Background: an optimization exercise with open tools, aiming at small area and a short achievable clock period. Do not read the settings as production practice. Function not checked in this run: the RTL went through the layout flow alone. Power is estimated from default activity; no workload was simulated.

===== design/flow/run.sh =====
#!/bin/bash
# synth_recipe.tcl (not shown) runs the flow's synth.tcl, then flattens the netlist and writes it again
# the make line also repeats each setting of config.mk as NAME=value (left out here)
make -C /OpenROAD-flow-scripts/flow DESIGN_CONFIG=/design/flow/config.mk WORK_HOME=/design/flow/orfs CLKGATE_MAP_FILE= SYNTH_SCRIPT=/design/flow/synth_recipe.tcl finish

===== design/flow/config.mk =====
export PLATFORM = sky130hd
export DESIGN_NAME = tru_top
export DESIGN_NICKNAME = tru_top
export VERILOG_FILES = /design/flow/design.v
export SDC_FILE = /design/flow/constraint.sdc
export NUM_CORES = 4
export LEC_CHECK = 0
export CAP_MARGIN = 20
export CORE_MARGIN = 2
export CORE_UTILIZATION = 40
export SLEW_MARGIN = 20

===== design/flow/constraint.sdc =====
create_clock -name core_clock -period 5.0 [get_ports {clk}]
set_input_delay 1.0000 -clock core_clock [delete_from_list [all_inputs] [get_ports {clk}]]
set_output_delay 1.0000 -clock core_clock [all_outputs]
set_load 0.01 [all_outputs]

===== design/flow/design.v =====
package tru_pkg;
   localparam int NUM_PORTS = 8;
   localparam int PORT_ID_W = 3;
   localparam int FID_W    = 4;
   localparam int FID_NUM  = 16;
   localparam int SUB_NUM  = 4;
   localparam int SUB_ID_W = 2;
   localparam int STABLE_UP_CYCLES = 100;
   localparam int STABLE_CNT_W     = 7;   
   localparam logic [STABLE_CNT_W-1:0] STABLE_CNT_MAX = 7'd100;
   localparam int SUB_W      = 1 + 5 * NUM_PORTS;
   localparam int SUB_VALID  = SUB_W - 1;
   localparam int SUB_PMASK  = 4 * NUM_PORTS;   
   localparam int SUB_PMATCH = 3 * NUM_PORTS;
   localparam int SUB_SEL    = 2 * NUM_PORTS;
   localparam int SUB_EGRESS = 1 * NUM_PORTS;
   localparam int SUB_INGR   = 0;
   localparam int ENTRY_W = SUB_NUM * SUB_W;
endpackage
`timescale 1ns/1ps
module tru_port_state
(
   input  logic                           clk,
   input  logic                           rst_n_i,
   input  logic [tru_pkg::NUM_PORTS-1:0]  ep_status_i,
   output logic [tru_pkg::NUM_PORTS-1:0]  up_o,       
   output logic [tru_pkg::NUM_PORTS-1:0]  stable_o    
);
   logic [tru_pkg::NUM_PORTS-1:0] up_q;
   logic [tru_pkg::NUM_PORTS-1:0] stable_w;
   logic [tru_pkg::STABLE_CNT_W-1:0] cnt_q [tru_pkg::NUM_PORTS];
   always_ff @(posedge clk)
   begin
      if (!rst_n_i)
      begin
         up_q <= '0;
      end
      else
      begin
         up_q <= ep_status_i;   
      end
   end
   always_ff @(posedge clk)
   begin
      if (!rst_n_i)
      begin
         for (int p = 0; p < tru_pkg::NUM_PORTS; p++)
         begin
            cnt_q[p] <= '0;
         end
      end
      else
      begin
         for (int p = 0; p < tru_pkg::NUM_PORTS; p++)
         begin
            if (!up_q[p])
            begin
               cnt_q[p] <= '0;   
            end
            else if (cnt_q[p] != tru_pkg::STABLE_CNT_MAX)
            begin
               cnt_q[p] <= cnt_q[p] + 1'b1;
            end
         end
      end
   end
   always_comb
   begin
      for (int p = 0; p < tru_pkg::NUM_PORTS; p++)
      begin
         stable_w[p] = up_q[p] && (cnt_q[p] == tru_pkg::STABLE_CNT_MAX);
      end
   end
   assign up_o     = up_q;
   assign stable_o = stable_w;
endmodule
`timescale 1ns/1ps
module tru_tab
(
   input  logic                             clk,
   input  logic                             rst_n_i,
   input  logic                             wr_i,      
   input  logic [tru_pkg::FID_W-1:0]        wr_fid_i,
   input  logic [tru_pkg::SUB_ID_W-1:0]     wr_sub_i,
   input  logic [tru_pkg::SUB_W-1:0]        wr_data_i,
   input  logic [tru_pkg::FID_W-1:0]        rd_fid_i,
   output logic [tru_pkg::ENTRY_W-1:0]      rd_entry_o
);
   localparam int SUB_W   = tru_pkg::SUB_W;
   localparam int DATA_W  = SUB_W - 1;   
   localparam int ENT_NUM = tru_pkg::FID_NUM * tru_pkg::SUB_NUM;
   logic [DATA_W-1:0] mem_q [ENT_NUM];
   logic [ENT_NUM-1:0] valid_q;
   logic [tru_pkg::FID_W+tru_pkg::SUB_ID_W-1:0] wr_addr;
   logic [tru_pkg::ENTRY_W-1:0] rd_w;
   logic [tru_pkg::ENTRY_W-1:0] rd_q;
   assign wr_addr = {wr_fid_i, wr_sub_i};
   always_ff @(posedge clk)
   begin
      if (wr_i)
      begin
         mem_q[wr_addr] <= wr_data_i[DATA_W-1:0];
      end
   end
   always_ff @(posedge clk)
   begin
      if (!rst_n_i)
      begin
         valid_q <= '0;
      end
      else if (wr_i)
      begin
         valid_q[wr_addr] <= wr_data_i[tru_pkg::SUB_VALID];
      end
   end
   always_comb
   begin
      for (int s = 0; s < tru_pkg::SUB_NUM; s++)
      begin
         rd_w[s*SUB_W +: SUB_W] = {valid_q[{rd_fid_i, tru_pkg::SUB_ID_W'(s)}],
                                   mem_q[{rd_fid_i, tru_pkg::SUB_ID_W'(s)}]};
      end
   end
   always_ff @(posedge clk)
   begin
      rd_q <= rd_w;
   end
   assign rd_entry_o = rd_q;
endmodule
`timescale 1ns/1ps
module tru_resolve
(
   input  logic                             clk,
   input  logic                             rst_n_i,
   input  logic                             req_valid_i,   
   input  logic [tru_pkg::FID_W-1:0]        req_fid_i,
   input  logic [tru_pkg::PORT_ID_W-1:0]    req_port_i,
   output logic [tru_pkg::FID_W-1:0]        rd_fid_o,
   input  logic [tru_pkg::ENTRY_W-1:0]      entry_i,
   input  logic [tru_pkg::NUM_PORTS-1:0]    stable_i,
   input  logic [tru_pkg::NUM_PORTS-1:0]    pass_all_i,
   output logic                             resp_valid_o,   
   output logic                             resp_drop_o,
   output logic [tru_pkg::PORT_ID_W-1:0]    resp_port_o,
   output logic [tru_pkg::NUM_PORTS-1:0]    resp_port_mask_o
);
   localparam int NP    = tru_pkg::NUM_PORTS;
   localparam int SUB_W = tru_pkg::SUB_W;
   logic                          s1_valid_q;
   logic [tru_pkg::PORT_ID_W-1:0] s1_port_q;
   logic [NP-1:0]                 s1_pass_all_q;
   logic [NP-1:0] down_w;
   logic [NP-1:0] ingress_w;
   logic [NP-1:0] egress_w;
   logic [NP-1:0] enabled_w;
   logic [NP-1:0] req_bit_w;
   logic          drop_w;
   logic [SUB_W-1:0] sub_w;   
   logic                          resp_valid_q;
   logic                          resp_drop_q;
   logic [tru_pkg::PORT_ID_W-1:0] resp_port_q;
   logic [NP-1:0]                 resp_port_mask_q;
   assign rd_fid_o = req_fid_i;   
   always_ff @(posedge clk)
   begin
      if (!rst_n_i)
      begin
         s1_valid_q <= 1'b0;
      end
      else
      begin
         s1_valid_q <= req_valid_i;
      end
   end
   always_ff @(posedge clk)
   begin
      s1_port_q     <= req_port_i;
      s1_pass_all_q <= pass_all_i;
   end
   always_comb
   begin
      down_w = ~stable_i;
      sub_w = entry_i[0 +: SUB_W];
      if (sub_w[tru_pkg::SUB_VALID])
      begin
         ingress_w = sub_w[tru_pkg::SUB_INGR +: NP];
         egress_w  = sub_w[tru_pkg::SUB_EGRESS +: NP];
      end
      else
      begin
         ingress_w = '0;
         egress_w  = '0;
      end
      for (int s = 1; s < tru_pkg::SUB_NUM; s++)
      begin
         sub_w = entry_i[s*SUB_W +: SUB_W];
         if (sub_w[tru_pkg::SUB_VALID] &&
             ((down_w & sub_w[tru_pkg::SUB_PMASK +: NP]) == sub_w[tru_pkg::SUB_PMATCH +: NP]))
         begin
            ingress_w = (ingress_w & ~sub_w[tru_pkg::SUB_SEL +: NP]) |
                        (sub_w[tru_pkg::SUB_INGR +: NP] & sub_w[tru_pkg::SUB_SEL +: NP]);
            egress_w  = (egress_w & ~sub_w[tru_pkg::SUB_SEL +: NP]) |
                        (sub_w[tru_pkg::SUB_EGRESS +: NP] & sub_w[tru_pkg::SUB_SEL +: NP]);
         end
      end
   end
   assign enabled_w = s1_pass_all_q & stable_i;   
   assign req_bit_w = NP'(1) << s1_port_q;
   assign drop_w    = ((ingress_w & enabled_w & req_bit_w) == '0);
   always_ff @(posedge clk)
   begin
      if (!rst_n_i)
      begin
         resp_valid_q     <= 1'b0;
         resp_drop_q      <= 1'b0;
         resp_port_q      <= '0;
         resp_port_mask_q <= '0;
      end
      else
      begin
         resp_valid_q     <= s1_valid_q;
         resp_drop_q      <= drop_w;
         resp_port_q      <= s1_port_q;
         resp_port_mask_q <= drop_w ? '0 : (egress_w & enabled_w & ~req_bit_w);
      end
   end
   assign resp_valid_o     = resp_valid_q;
   assign resp_drop_o      = resp_drop_q;
   assign resp_port_o      = resp_port_q;
   assign resp_port_mask_o = resp_port_mask_q;
endmodule
`timescale 1ns/1ps
module tru_top
(
   input  logic        clk,
   input  logic        rst_n_i,
   input  logic        tab_wr_en_i,
   input  logic [3:0]  tab_wr_fid_i,
   input  logic [1:0]  tab_wr_sub_i,
   input  logic        tab_wr_valid_i,
   input  logic [7:0]  tab_wr_pattern_mask_i,
   input  logic [7:0]  tab_wr_pattern_match_i,
   input  logic [7:0]  tab_wr_ports_mask_i,
   input  logic [7:0]  tab_wr_ports_egress_i,
   input  logic [7:0]  tab_wr_ports_ingress_i,
   input  logic        req_valid_i,
   input  logic [3:0]  req_fid_i,
   input  logic [2:0]  req_port_i,
   input  logic [7:0]  ep_status_i,
   input  logic [7:0]  pass_all_i,
   output logic        resp_valid_o,
   output logic        resp_drop_o,
   output logic [2:0]  resp_port_o,
   output logic [7:0]  resp_port_mask_o
);
   logic [tru_pkg::NUM_PORTS-1:0] port_up;
   logic [tru_pkg::NUM_PORTS-1:0] port_stable;
   logic [tru_pkg::FID_W-1:0]     rd_fid;
   logic [tru_pkg::ENTRY_W-1:0]   rd_entry;
   logic [tru_pkg::SUB_W-1:0]     wr_data;
   assign wr_data = {tab_wr_valid_i, tab_wr_pattern_mask_i, tab_wr_pattern_match_i,
                     tab_wr_ports_mask_i, tab_wr_ports_egress_i, tab_wr_ports_ingress_i};
   tru_port_state u_port_state
   (
      .clk         (clk),
      .rst_n_i     (rst_n_i),
      .ep_status_i (ep_status_i),
      .up_o        (port_up),
      .stable_o    (port_stable)
   );
   tru_tab u_tab
   (
      .clk         (clk),
      .rst_n_i     (rst_n_i),
      .wr_i        (tab_wr_en_i),
      .wr_fid_i    (tab_wr_fid_i),
      .wr_sub_i    (tab_wr_sub_i),
      .wr_data_i   (wr_data),
      .rd_fid_i    (rd_fid),
      .rd_entry_o  (rd_entry)
   );
   tru_resolve u_resolve
   (
      .clk              (clk),
      .rst_n_i          (rst_n_i),
      .req_valid_i      (req_valid_i),
      .req_fid_i        (req_fid_i),
      .req_port_i       (req_port_i),
      .rd_fid_o         (rd_fid),
      .entry_i          (rd_entry),
      .stable_i         (port_stable),
      .pass_all_i       (pass_all_i),
      .resp_valid_o     (resp_valid_o),
      .resp_drop_o      (resp_drop_o),
      .resp_port_o      (resp_port_o),
      .resp_port_mask_o (resp_port_mask_o)
   );
endmodule

==> reports/metrics.yaml <==
global_route:
  grt-ovfl-total: 0
  grt_pass1_vias: 45100
  grt_first_pass_wirelength_mm: 332
  globalRouteTotalUtil_pct: 19.6
  grt_start_max_net_pins: 75
  antenna_found_initial: 19
pwr:
  p_total_mw: 43.4
  p_leak_nw: 33.7
  vdd_ir_drop_max_mv: 0.316
  power.density_nw_per_um2: 404
timing:
  final-hold-violation-count: 0
  post-route-min-period_ns: 4.25
  finalCritPeriodShare_pct: 85.0
  slew_headroom_pct: 26.5
  maxSlewViolCount: 0
  max_clock_freq_mhz: 235
  setup_tns_ns: 0
  rsz0062_at_grt: "no"
  hold_slack_ns: 0.442
  setup_viol_count_final: 0
  worst_pin_slew_ns: 1.10
  skew_ns: 0.0841
clock_network:
  cts_buffers: 238
  cts.repair.resized: 0
  hold_buffers: 0
  clkTransAtPathRegs_ns: 0.07
  clockBufferDepth: 3
  cts_tree: "done"
  insertion_delay_ns: 0.91
  clock_sinks: 2469
  cts_root_buffer: "clkbuf_16"
  htree_num_levels: 4
  cts_setup_buffers: 0
drt:
  drt_first_pass_iters: 6
  drc: 0
  wl_mm: 233
  vias: 44500
  wl_per_cell_um: 29.6
  drtAntennaViolNets: 0
  vias_per_cell: 5.67
  dr.first_iter.drc_count: 5026
setup_path:
  crit_arrival_ns: 5.03
  crit_start: "u_port_state.cnt_q[6][0]"
  end_kind: "register"
  regToRegStartpoint: "u_port_state.cnt_q[6][0]"
  crit_type: "register to register"
  startpoint_type: "register"
  r2r_cells: 12
  timing.reg2reg.setup_slack_ns: 0.75
  crit_path_max_fanout: 9
  required_ns: 5.78
final_layout:
  fillCellCount: 18700
  area_growth_syn_to_layout_pct: 15.6
  regArea_um2: 71200
  final_nets: 4701
  fin_util_pct: 46.6
  multiInputGateArea_um2: 21100
  drive_gt1_share_pct: 27.8
  design_area_um2: 107000
logic_synthesis:
  synth_ff_type: "edfxtp_1"
  yosysUniqueCellTypes: 71
  syn-num-nets: 4406
  netlist_top_cells_area: "edfxtp_1 (70%), mux4_2 (16%), dfxtp_1 (6.3%)"
  synth_most_common_cell: "edfxtp_1"
  synthTopCellsByCount: "edfxtp_1 (2,176), mux4_2 (680), dfxtp_1 (293), nor2_1 (212), clkbuf_1 (148)"
  yosys_register_bits: 2469
  synth_warnings: 4
  yosysTopAreaCell: "edfxtp_1"
  synth_edf_count: 2176
  yosysSeqAreaShare_pct: 76.6
  synth.top_cell.area_share_pct: 70.3
  syn_area_per_cell_um2: 21.6
  syn_inst: 4312
  async_flop_share_pct: 0
  synth_area_um2: 92900
run:
  max-cap-violations: 0
die:
  initial_core_util_pct: 40.3
  rows: 176
  die-area_um2: 236000
  die_y_um: 486
  dieWidth_um: 486
  ios: 87
  core_um2: 231000
placed_design:
  io_buffers: 86
  placed_area_um2: 99100
  dpl.hpwl_mm: 133
  place.gp.congestion: 0.833
hold_path:
  hp-class: "register to register"
  hold_depth: 1
  hp-start: "u_resolve.s1_valid_q"
outcome:
  status: "complete, no violations"
==> worst max-delay path, stage by stage, from the launching register on <==
cell	delay, ns
dfxtp_1	0.39
inv_1	0.10
ha_1	0.21
and3_1	0.24
and2_1	0.35
a22o_1	0.33
nor4_4	0.47
nand4_1	0.55
mux2i_1	0.58
a21oi_1	0.15
a41oi_2	0.26
nand4_4	0.22
nor3b_1	0.25
==> final cells by class <==
type / instances / share of cell area (%)
clock inverter: 141 / 1.59
tap: 3026 / 3.53
multi-input combinational: 1591 / 19.7
clock buffer: 311 / 6.10
inverter: 50 / 0.175
sequential: 2469 / 66.3
antenna: 6 / 0.0140
timing repair buffer: 257 / 2.62
==> layout by cell type (no fill, tap or decap), drive strengths merged, types with 21 or more instances in the layout <==
cell type	netlist	routed
buf	54	205
edfxtp	2176	2176
dfxtp	293	293
a22oi	34	34
nand3	70	70
mux4	680	680
clkbuf	148	311
inv	49	58
nor3	27	27
nor2	214	214
nand2	114	114
clkinv	1	98
a21oi	63	63
xor2	44	44
nor2b	30	30
mux2i	55	55
a211oi	21	21
o21ai	55	55
clkdlybuf4s50	0	52
bufinv	0	28
==> where the power goes <==
part | switching (mW) | internal [mW] | leakage (nW) | total, mW
registers | 0.208 | 22.7 | 22.0 | 22.9
clock network | 7.86 | 10.7 | 4.04 | 18.6
logic | 1.12 | 0.782 | 7.68 | 1.90
==> state kept, by name (all words and copies together) (netlist names) <==
name and cells:
u_resolve.resp_port_q 3, u_port_state.up_q 8, u_tab.rd_q 140, u_port_state.cnt_q 56, u_resolve.s1_pass_all_q 8, u_resolve.s1_port_q 3, u_tab.valid_q 64, u_resolve.resp_valid_q 1
u_resolve.resp_port_mask_q 8, u_tab.mem_q 2176, u_resolve.resp_drop_q 1, u_resolve.s1_valid_q 1
==> worst paths after layout <==
path,endpoint
setup / recovery,u_resolve.resp_port_mask_q[3]
hold / removal,u_resolve.resp_valid_q
setup reg to reg,u_resolve.resp_port_mask_q[3]
hold reg to reg,u_resolve.resp_valid_q
==> stage by stage <==
stage	cells	setup slack, ns
global placement	7393	0.523
detailed placement	7393	0.723
floorplan	4312	0.960
finish	7851	0.750
CTS	7845	0.712
global route	7848	0.647
==> routing by layer <==
layer	global-route usage (%)	routed length [µm]	up-vias
li1	-	-	18500
met1	27.0	97000	24200
met2	32.3	115000	1547
met3	3.06	14300	320
met4	5.85	6380	4
met5	0	22	-
==> cells by family (layout without fill, tap and decap cells) <==
family	Yosys count	in the layout	share of synthesized area (%)
buffers and inverters	252	759	1.04
and+or+nand+nor	564	564	2.99
xor gates and xnor gates	60	60	0.565
adders and majority gates	20	20	0.269
DFF	2469	2469	76.6
other	0	6	0
AOI/OAI and AO/OA	211	211	1.44
muxes	736	736	17.1

## separate check: timing with driven ports
The results above use ideal ports. As a check the final layout listed here was re-extracted and re-timed, cells and wires unchanged.
Step 1, drivers: a clkbuf_16 drives clk and a buf_2 each remaining input, both assumed.
Step 2 times the ports against the registers' clock, not the clock port: input delays grow and output delays shrink by t, the midpoint of the rising clock arrivals with the driver on.
a / b / c = ideal ports / drivers / drivers and shift; a / b = the first two.
t, ns: 0.969
slack for setup (ns): 0.750 / 0.750 / 0.361
worst hold slack (ns): 0.442 / 0.442 / 0.442
worst setup path at the end: input to register
worst slew at a driven data input, ns: 0.32
After both steps this run still meets setup and hold. The setup slack of this run moves by 0.000 ns with the drivers and by -0.389 ns with both steps.
